This design comes from an exercise in tuning for small area, a short achievable clock period and few clock cycles on the open sky130 flow, not from production work.
Where RTL was checked, it was by simulation tests only, not by an equivalence proof against the original.
Power and IR drop assume default switching activity.

// force_torque_packet_deframer_core
module force_torque_packet_deframer_core (
  input  logic                     clk_i,
  input  logic                     rst_ni,
  input  logic                     in_valid_i,
  output logic                     in_stall_o,
  input  logic [BYTE_W-1:0]        rx_byte_i,
  output logic                     out_valid_o,
  input  logic                     out_stall_i,
  output logic signed [PROD_W-1:0] force_x_o,
  output logic signed [PROD_W-1:0] force_y_o,
  output logic signed [PROD_W-1:0] force_z_o,
  output logic signed [PROD_W-1:0] torque_x_o,
  output logic signed [PROD_W-1:0] torque_y_o,
  output logic signed [PROD_W-1:0] torque_z_o,
  output logic [SKIP_W-1:0]        skipped_bytes_o,
  input  logic                     cfg_valid_i,
  output logic                     cfg_ready_o,
  input  logic [CFG_IDX_W-1:0]     cfg_index_i,
  input  logic [GAIN_W-1:0]        cfg_data_i
);
  localparam logic [1:0] PH_HUNT = 2'd0, PH_ZERO = 2'd1, PH_PACKET = 2'd2;
  logic [GAIN_W-1:0] force_gain_q, torque_gain_q;
  assign cfg_ready_o = 1'b1;
  always_ff @(posedge clk_i or negedge rst_ni) begin
    if (!rst_ni) begin
      force_gain_q  <= FORCE_GAIN_RST;
      torque_gain_q <= TORQUE_GAIN_RST;
    end else if (cfg_valid_i) begin
      if (cfg_index_i == CFG_FORCE_GAIN)  force_gain_q  <= cfg_data_i;
      if (cfg_index_i == CFG_TORQUE_GAIN) torque_gain_q <= cfg_data_i;
    end
  end
  logic              tk_q;
  logic              stall_q;
  logic              accept;
  logic              is00_q, is17_q;
  logic [3:0]        one_q, two_q, neg_q;
  logic              b7_q;
  logic [3:0]        one_d, two_d, neg_d;
  logic [8:0]        bx;
  assign in_stall_o = stall_q;
  assign accept     = in_valid_i && !stall_q;
  assign bx = {rx_byte_i, 1'b0};
  always_comb begin
    for (int i = 0; i < 4; i++) begin
  ...
Size in the first run: ~2,000 cells after synthesis, about 0.028 mm² of cells after synthesis.
Settings: LEC_CHECK=0, CAP_MARGIN=20, CORE_MARGIN=2, CORE_UTILIZATION=40, CTS_CLUSTER_DIAMETER=100, CTS_CLUSTER_SIZE=25, SLEW_MARGIN=20; clock period 11.0 ns.
standard.sh (not shown) runs the stock make flow with config.mk's settings and CLKGATE_MAP_FILE= SYNTH_SCRIPT=/design/flow/synth_recipe.tcl, a recipe that flattens the netlist after the stock synthesis.
==> flow/flow/run.sh <==
#!/bin/bash
# The standard layout (the standard.sh), with these changes to how the
# layout is made, none to the design's registers or the constraints:
#  - after the standard synthesis, polarity.py re-polarises the full adders
#    (a full adder is self-dual) to drop most inverters between them; the
#    registers and all other cells stay as synthesis made them;
#  - the port buffers are buf_1 cells instead of the delay buffer that
#    buffer_ports picks on its own (every port still gets its own buffer);
set -euo pipefail
export BUFFER_PORTS_ARGS="-buffer_cell sky130_fd_sc_hd__buf_1"
export SETUP_SLACK_MARGIN=7.45
RES=orfs/results/${FLOW_PLATFORM}/force_torque_packet_deframer_core/base
bash standard.sh synth > flow_synth.log 2>&1
cp $RES/1_2_yosys.v flow_synth_netlist.v
python3 flow/polarity.py flow_synth_netlist.v $RES/1_2_yosys.v > flow_polarity.log 2>&1
rm -f $RES/1_synth.odb $RES/1_synth.sdc
bash standard.sh > flow_layout.log 2>&1
test -s out/final.def
Other scripts of this flow, unchanged in this note and not shown: flow/flow/polarity.py
Testbench counts at the start, summed over its fixed seeds: cycles 31,381.
Then changed:
--- a/flow/design.v
+++ b/flow/design.v
@@ -1170,19 +1170,20 @@
   logic [1:0]  phase_q, phase_d;
   logic [4:0]  pos_q, pos_d;           
   logic [SKIP_W-1:0] skip_q, skip_d;
   logic [1:0]  skip_inc;
   logic [SKIP_W:0] skip_sum;
   logic        pkt_end;
   logic        out_valid_q, out_valid_d;
   logic        stall_d;
   logic        step_q, first_q, shift_q, hold_q;
-  logic        infield_d, first_d;
+  logic        last_q, fdone_q;
+  logic        infield_d, first_d, last_d;
   logic        is00, is17;
   assign is00 = is00_q;
   assign is17 = is17_q;
   always_comb begin
     phase_d  = phase_q;
     pos_d    = pos_q;
     skip_inc = 2'd0;
     pkt_end  = 1'b0;
     if (tk_q) begin
@@ -1217,42 +1218,49 @@
     skip_sum = {1'b0, skip_q} + (SKIP_W + 1)'(skip_inc);
     skip_d   = skip_sum[SKIP_W] ? '1 : skip_sum[SKIP_W-1:0];
     if (pkt_end) skip_d = '0;
     out_valid_d = pkt_end || (out_valid_q && out_stall_i);
     stall_d = out_valid_d && (phase_d == PH_PACKET) && (pos_d >= 5'(FIELD_FIRST + 1));
     infield_d = (phase_d == PH_PACKET) && (pos_d >= 5'd4) && (pos_d <= 5'd21);
     first_d   = (phase_d == PH_PACKET) &&
                 (pos_d == 5'd4 || pos_d == 5'd7 || pos_d == 5'd10 ||
                  pos_d == 5'd13 || pos_d == 5'd16 || pos_d == 5'd19);
+    last_d    = (phase_d == PH_PACKET) &&
+                (pos_d == 5'd6 || pos_d == 5'd9 || pos_d == 5'd12 ||
+                 pos_d == 5'd15 || pos_d == 5'd18 || pos_d == 5'd21);
   end
   always_ff @(posedge clk_i or negedge rst_ni) begin
     if (!rst_ni) begin
       tk_q        <= 1'b0;
       stall_q     <= 1'b0;
       phase_q     <= PH_HUNT;
       pos_q       <= '0;
       skip_q      <= '0;
       out_valid_q <= 1'b0;
       step_q      <= 1'b0;
       first_q     <= 1'b0;
       shift_q     <= 1'b0;
       hold_q      <= 1'b1;
+      last_q      <= 1'b0;
+      fdone_q     <= 1'b0;
     end else begin
       tk_q        <= accept;
       stall_q     <= stall_d;
       phase_q     <= phase_d;
       pos_q       <= pos_d;
       skip_q      <= skip_d;
       out_valid_q <= out_valid_d;
       step_q      <= accept && infield_d;
       first_q     <= accept && first_d;
       shift_q     <= accept && infield_d && !first_d;
       hold_q      <= !(accept && infield_d);
+      last_q      <= accept && last_d;
+      fdone_q     <= last_q;
     end
   end
   always_ff @(posedge clk_i) begin
     gain_q <= (pos_d >= 5'd13) ? torque_gain_q : force_gain_q;
   end
   always_ff @(posedge clk_i) begin
     one_q <= (accept && infield_d) ? one_d : 4'd0;
     two_q <= (accept && infield_d) ? two_d : 4'd0;
     neg_q <= (accept && infield_d) ? neg_d : 4'd0;
@@ -1289,22 +1297,23 @@
   logic [PROD_W-1:0] prod;
   logic [PROD_W-1:0] res_q [FIELD_COUNT];
   logic [SKIP_W-1:0] res_skip_q;
   ftdfr_cpa u_cpa (
     .a_i   (acc_s_q),
     .b_i   (acc_c_q),
     .sum_o (prod)
   );
   always_ff @(posedge clk_i) begin
-    for (int i = 0; i < FIELD_COUNT; i++) begin
-      if (phase_q == PH_PACKET && pos_q == 5'(FIELD_FIRST + FIELD_BYTES * (i + 1))) begin
-        res_q[i] <= prod;
+    if (fdone_q) begin
+      for (int i = 0; i < FIELD_COUNT - 1; i++) begin
+        res_q[i] <= res_q[i + 1];
       end
+      res_q[FIELD_COUNT - 1] <= prod;
     end
     if (pkt_end) begin
       res_skip_q <= skip_q;
     end
   end
   assign out_valid_o     = out_valid_q;
   assign force_x_o       = res_q[0];
   assign force_y_o       = res_q[1];
   assign force_z_o       = res_q[2];
Global-route usage goes down by 1.8 points; core utilization is about the same; via count decreases by 3.1%; cell count falls by about 0.55%; critical path depth stays the same.
Only the layout flow was run in the second run of this note; the RTL was not checked for function there.

========
force_torque_packet_deframer_core, a different RTL version from the one above (not shown whole).
Size: about 2000 cells after synthesis, about 400 I/O pins.
==> module force_torque_packet_deframer_core, before the edit <==
module force_torque_packet_deframer_core (
  input  logic                     clk_i,
  input  logic                     rst_ni,
  input  logic                     in_valid_i,
  output logic                     in_stall_o,
  input  logic [BYTE_W-1:0]        rx_byte_i,
  output logic                     out_valid_o,
  input  logic                     out_stall_i,
  output logic signed [PROD_W-1:0] force_x_o,
  output logic signed [PROD_W-1:0] force_y_o,
  output logic signed [PROD_W-1:0] force_z_o,
  output logic signed [PROD_W-1:0] torque_x_o,
  output logic signed [PROD_W-1:0] torque_y_o,
  output logic signed [PROD_W-1:0] torque_z_o,
  output logic [SKIP_W-1:0]        skipped_bytes_o,
  input  logic                     cfg_valid_i,
  output logic                     cfg_ready_o,
  input  logic [CFG_IDX_W-1:0]     cfg_index_i,
  input  logic [GAIN_W-1:0]        cfg_data_i
);
  localparam logic [1:0] PH_HUNT = 2'd0, PH_ZERO = 2'd1, PH_PACKET = 2'd2;
  logic [GAIN_W-1:0] force_gain_q, torque_gain_q;
  assign cfg_ready_o = 1'b1;
  always_ff @(posedge clk_i or negedge rst_ni) begin
    if (!rst_ni) begin
      force_gain_q  <= FORCE_GAIN_RST;
      torque_gain_q <= TORQUE_GAIN_RST;
    end else if (cfg_valid_i) begin
      if (cfg_index_i == CFG_FORCE_GAIN)  force_gain_q  <= cfg_data_i;
      if (cfg_index_i == CFG_TORQUE_GAIN) torque_gain_q <= cfg_data_i;
    end
  end
  logic              tk_q;
  logic              stall_q;
  logic              accept;
  logic              is00_q, is17_q;
  logic [3:0]        one_q, two_q, neg_q;
  logic              b7_q;
  logic [3:0]        one_d, two_d, neg_d;
  logic [8:0]        bx;
  assign in_stall_o = stall_q;
  assign accept     = in_valid_i && !stall_q;
  assign bx = {rx_byte_i, 1'b0};
  always_comb begin
    for (int i = 0; i < 4; i++) begin
      one_d[i] = bx[2*i+1] ^ bx[2*i];
      two_d[i] = (bx[2*i+2] && !bx[2*i+1] && !bx[2*i]) || (!bx[2*i+2] && bx[2*i+1] && bx[2*i]);
      neg_d[i] = bx[2*i+2];
    end
  end
  always_ff @(posedge clk_i) begin
    is00_q <= (rx_byte_i == SYNC_FIRST);
    is17_q <= (rx_byte_i == SYNC_SECOND);
  end
  logic [1:0]  phase_q, phase_d;
  logic [4:0]  pos_q, pos_d;           
  logic [SKIP_W-1:0] skip_q, skip_d;
  logic [1:0]  skip_inc;
  logic [SKIP_W:0] skip_sum;
  logic        pkt_end;
  logic        out_valid_q, out_valid_d;
  logic        stall_d;
  logic        step_q, first_q, torque_q;
  logic        infield_d, first_d;
  logic        is00, is17;
  assign is00 = is00_q;
  assign is17 = is17_q;
  always_comb begin
    phase_d  = phase_q;
    pos_d    = pos_q;
    skip_inc = 2'd0;
    pkt_end  = 1'b0;
    if (tk_q) begin
      case (phase_q)
        PH_PACKET: begin
          if (pos_q == 5'(PACKET_BYTES - 1)) begin
            pkt_end = 1'b1;
            phase_d = PH_HUNT;
          end
          pos_d = pos_q + 5'd1;
        end
        PH_ZERO: begin
          if (is17) begin
            phase_d = PH_PACKET;
            pos_d   = 5'd2;
          end else if (is00) begin
            skip_inc = 2'd1;
          end else begin
            skip_inc = 2'd2;
            phase_d  = PH_HUNT;
          end
        end
        default: begin
          if (is00) begin
            phase_d = PH_ZERO;
          end else begin
            skip_inc = 2'd1;
          end
        end
      endcase
    end
    skip_sum = {1'b0, skip_q} + (SKIP_W + 1)'(skip_inc);
    skip_d   = skip_sum[SKIP_W] ? '1 : skip_sum[SKIP_W-1:0];
    if (pkt_end) skip_d = '0;
    out_valid_d = pkt_end || (out_valid_q && out_stall_i);
    stall_d = out_valid_d && (phase_d == PH_PACKET) && (pos_d >= 5'(FIELD_FIRST + 1));
    infield_d = (phase_d == PH_PACKET) && (pos_d >= 5'd4) && (pos_d <= 5'd21);
    first_d   = (phase_d == PH_PACKET) &&
                (pos_d == 5'd4 || pos_d == 5'd7 || pos_d == 5'd10 ||
                 pos_d == 5'd13 || pos_d == 5'd16 || pos_d == 5'd19);
  end
  always_ff @(posedge clk_i or negedge rst_ni) begin
    if (!rst_ni) begin
      tk_q        <= 1'b0;
      stall_q     <= 1'b0;
      phase_q     <= PH_HUNT;
      pos_q       <= '0;
      skip_q      <= '0;
      out_valid_q <= 1'b0;
      step_q      <= 1'b0;
      first_q     <= 1'b0;
      torque_q    <= 1'b0;
    end else begin
      tk_q        <= accept;
      stall_q     <= stall_d;
      phase_q     <= phase_d;
      pos_q       <= pos_d;
      skip_q      <= skip_d;
      out_valid_q <= out_valid_d;
      step_q      <= accept && infield_d;
      first_q     <= accept && first_d;
      torque_q    <= (pos_d >= 5'd13);
    end
  end
  always_ff @(posedge clk_i) begin
    one_q <= (accept && infield_d) ? one_d : 4'd0;
    two_q <= (accept && infield_d) ? two_d : 4'd0;
    neg_q <= (accept && infield_d) ? neg_d : 4'd0;
    b7_q  <= accept && infield_d && !first_d && rx_byte_i[7];
  end
  localparam logic [PROD_W-1:0] ACC_INIT = 56'hFFFEAAAAAC0000;
  logic [PROD_W-1:0] acc_s_q, acc_c_q;
  logic [PROD_W-1:0] base_s, base_c;
  logic [PROD_W-1:0] mac_s, mac_c;
  logic [GAIN_W-1:0] gain;
  assign gain = torque_q ? torque_gain_q : force_gain_q;
  always_comb begin
    if (first_q) begin
      base_s = '0;
      base_c = ACC_INIT;
    end else if (step_q) begin
      base_s = {acc_s_q[PROD_W-9:0], 8'd0};
      base_c = {acc_c_q[PROD_W-9:0], 8'd0};
    end else begin
      base_s = acc_s_q;
      base_c = acc_c_q;
    end
  end
  ftdfr_mac u_mac (
    .bs_i  (base_s),
    .bc_i  (base_c),
    .one_i (one_q),
    .two_i (two_q),
    .neg_i (neg_q),
    .b7_i  (b7_q),
    .stp_i (step_q),
    .g_i   (gain),
    .s_o   (mac_s),
    .c_o   (mac_c)
  );
  always_ff @(posedge clk_i) begin
    acc_s_q <= mac_s;
    acc_c_q <= mac_c;
  end
  logic [PROD_W-1:0] prod;
  logic [PROD_W-1:0] res_q [FIELD_COUNT];
  logic [SKIP_W-1:0] res_skip_q;
  ftdfr_cpa u_cpa (
    .a_i   (acc_s_q),
    .b_i   (acc_c_q),
    .sum_o (prod)
  );
  always_ff @(posedge clk_i) begin
    for (int i = 0; i < FIELD_COUNT; i++) begin
      if (phase_q == PH_PACKET && pos_q == 5'(FIELD_FIRST + FIELD_BYTES * (i + 1))) begin
        res_q[i] <= prod;
      end
    end
    if (pkt_end) begin
      res_skip_q <= skip_q;
    end
  end
  assign out_valid_o     = out_valid_q;
  assign force_x_o       = res_q[0];
  assign force_y_o       = res_q[1];
  assign force_z_o       = res_q[2];
  assign torque_x_o      = res_q[3];
  assign torque_y_o      = res_q[4];
  assign torque_z_o      = res_q[5];
  assign skipped_bytes_o = res_skip_q;
endmodule
export LEC_CHECK = 0
export CAP_MARGIN = 20
export CORE_MARGIN = 2
export CORE_UTILIZATION = 40
export SLEW_MARGIN = 20
create_clock -name core_clock -period 11.0 [get_ports {clk_i}]
Scripts as last shown in full above: flow/flow/run.sh
Other scripts of this flow, unchanged in this note and not shown: flow/flow/polarity.py
Testbench counts at the start, summed over its fixed seeds: cycles 31,381.
==> next run, changes <==
--- a/flow/design.v
+++ b/flow/design.v
@@ -1172,13 +1172,13 @@
   logic [SKIP_W-1:0] skip_q, skip_d;
   logic [1:0]  skip_inc;
   logic [SKIP_W:0] skip_sum;
   logic        pkt_end;
   logic        out_valid_q, out_valid_d;
   logic        stall_d;
-  logic        step_q, first_q, torque_q;
+  logic        step_q, first_q, shift_q, hold_q, torque_q;
   logic        infield_d, first_d;
   logic        is00, is17;
   assign is00 = is00_q;
   assign is17 = is17_q;
   always_comb begin
     phase_d  = phase_q;
@@ -1231,22 +1231,26 @@
       phase_q     <= PH_HUNT;
       pos_q       <= '0;
       skip_q      <= '0;
       out_valid_q <= 1'b0;
       step_q      <= 1'b0;
       first_q     <= 1'b0;
+      shift_q     <= 1'b0;
+      hold_q      <= 1'b1;
       torque_q    <= 1'b0;
     end else begin
       tk_q        <= accept;
       stall_q     <= stall_d;
       phase_q     <= phase_d;
       pos_q       <= pos_d;
       skip_q      <= skip_d;
       out_valid_q <= out_valid_d;
       step_q      <= accept && infield_d;
       first_q     <= accept && first_d;
+      shift_q     <= accept && infield_d && !first_d;
+      hold_q      <= !(accept && infield_d);
       torque_q    <= (pos_d >= 5'd13);
     end
   end
   always_ff @(posedge clk_i) begin
     one_q <= (accept && infield_d) ? one_d : 4'd0;
     two_q <= (accept && infield_d) ? two_d : 4'd0;
@@ -1257,21 +1261,16 @@
   logic [PROD_W-1:0] acc_s_q, acc_c_q;
   logic [PROD_W-1:0] base_s, base_c;
   logic [PROD_W-1:0] mac_s, mac_c;
   logic [GAIN_W-1:0] gain;
   assign gain = torque_q ? torque_gain_q : force_gain_q;
   always_comb begin
-    if (first_q) begin
-      base_s = '0;
-      base_c = ACC_INIT;
-    end else if (step_q) begin
-      base_s = {acc_s_q[PROD_W-9:0], 8'd0};
-      base_c = {acc_c_q[PROD_W-9:0], 8'd0};
-    end else begin
-      base_s = acc_s_q;
-      base_c = acc_c_q;
+    for (int k = 0; k < PROD_W; k++) begin
+      base_s[k] = (hold_q && acc_s_q[k]) || (k >= 8 && shift_q && acc_s_q[k >= 8 ? k - 8 : 0]);
+      base_c[k] = (hold_q && acc_c_q[k]) || (k >= 8 && shift_q && acc_c_q[k >= 8 ? k - 8 : 0]) ||
+                  (first_q && ACC_INIT[k]);
     end
   end
   ftdfr_mac u_mac (
     .bs_i  (base_s),
     .bc_i  (base_c),
     .one_i (one_q),
Result:
- The new run finished with timing, DRC and antenna clean
- non-clock buffer count decreases by 1
- worst setup slack gets worse by 44 ps
- routed wire length increases by 1.6%
- clock skew increases by 12 ps
- synthesized area decreases by 1.8%
- synthesized cell count decreases by about 5%
- final area decreases by about 2%
- register-to-register slack gets worse by 40 ps
- die area decreases by about 1.8%
- combinational power decreases by 76%
- power decreases by 19%
- sequential cell count increases by 2
Function not checked in the second run of this note: the RTL went through the layout flow alone.

==> separate check: timing with driven ports <==
No port has a modelled driver above. Below, the same layouts with a new extraction and two added sets of constraints. Step 1: set_driving_cell puts a clkbuf_16 on clk_i and a buf_2 on each other input, an assumption about the parent block. Step 2 adds t to the input delays and takes it off the output delays; t is the mean of the earliest and latest rising clock arrival at the registers after step 1. Input paths then give back, and output paths get back, about the clock's delay inside the block. a / b / c = ideal ports / drivers / drivers and shift; a / b = the first two.
run | t, ns | slack for setup (ns) | hold slack, ns | clock arrival spread, ns
the first run of note 1 | 0.685 | 7.559 / 7.497 / 7.399 | 0.493 / 0.493 / 0.493 | 0.031 / 0.031
the second run of note 1 | 0.645 | 7.537 / 7.473 / 7.379 | 0.360 / 0.360 / 0.360 | 0.031 / 0.031
the first run of note 2 | 0.694 | 7.496 / 7.496 / 7.496 | 0.473 / 0.473 / 0.473 | 0.053 / 0.052
the second run of note 2 | 0.694 | 7.452 / 7.452 / 7.452 | 0.446 / 0.446 / 0.446 | 0.064 / 0.064
After both steps setup and hold are still met in every run listed. For the first run of note 1, which loses most, drivers alone change the setup slack by -0.062 ns; drivers and shift together by -0.160 ns.
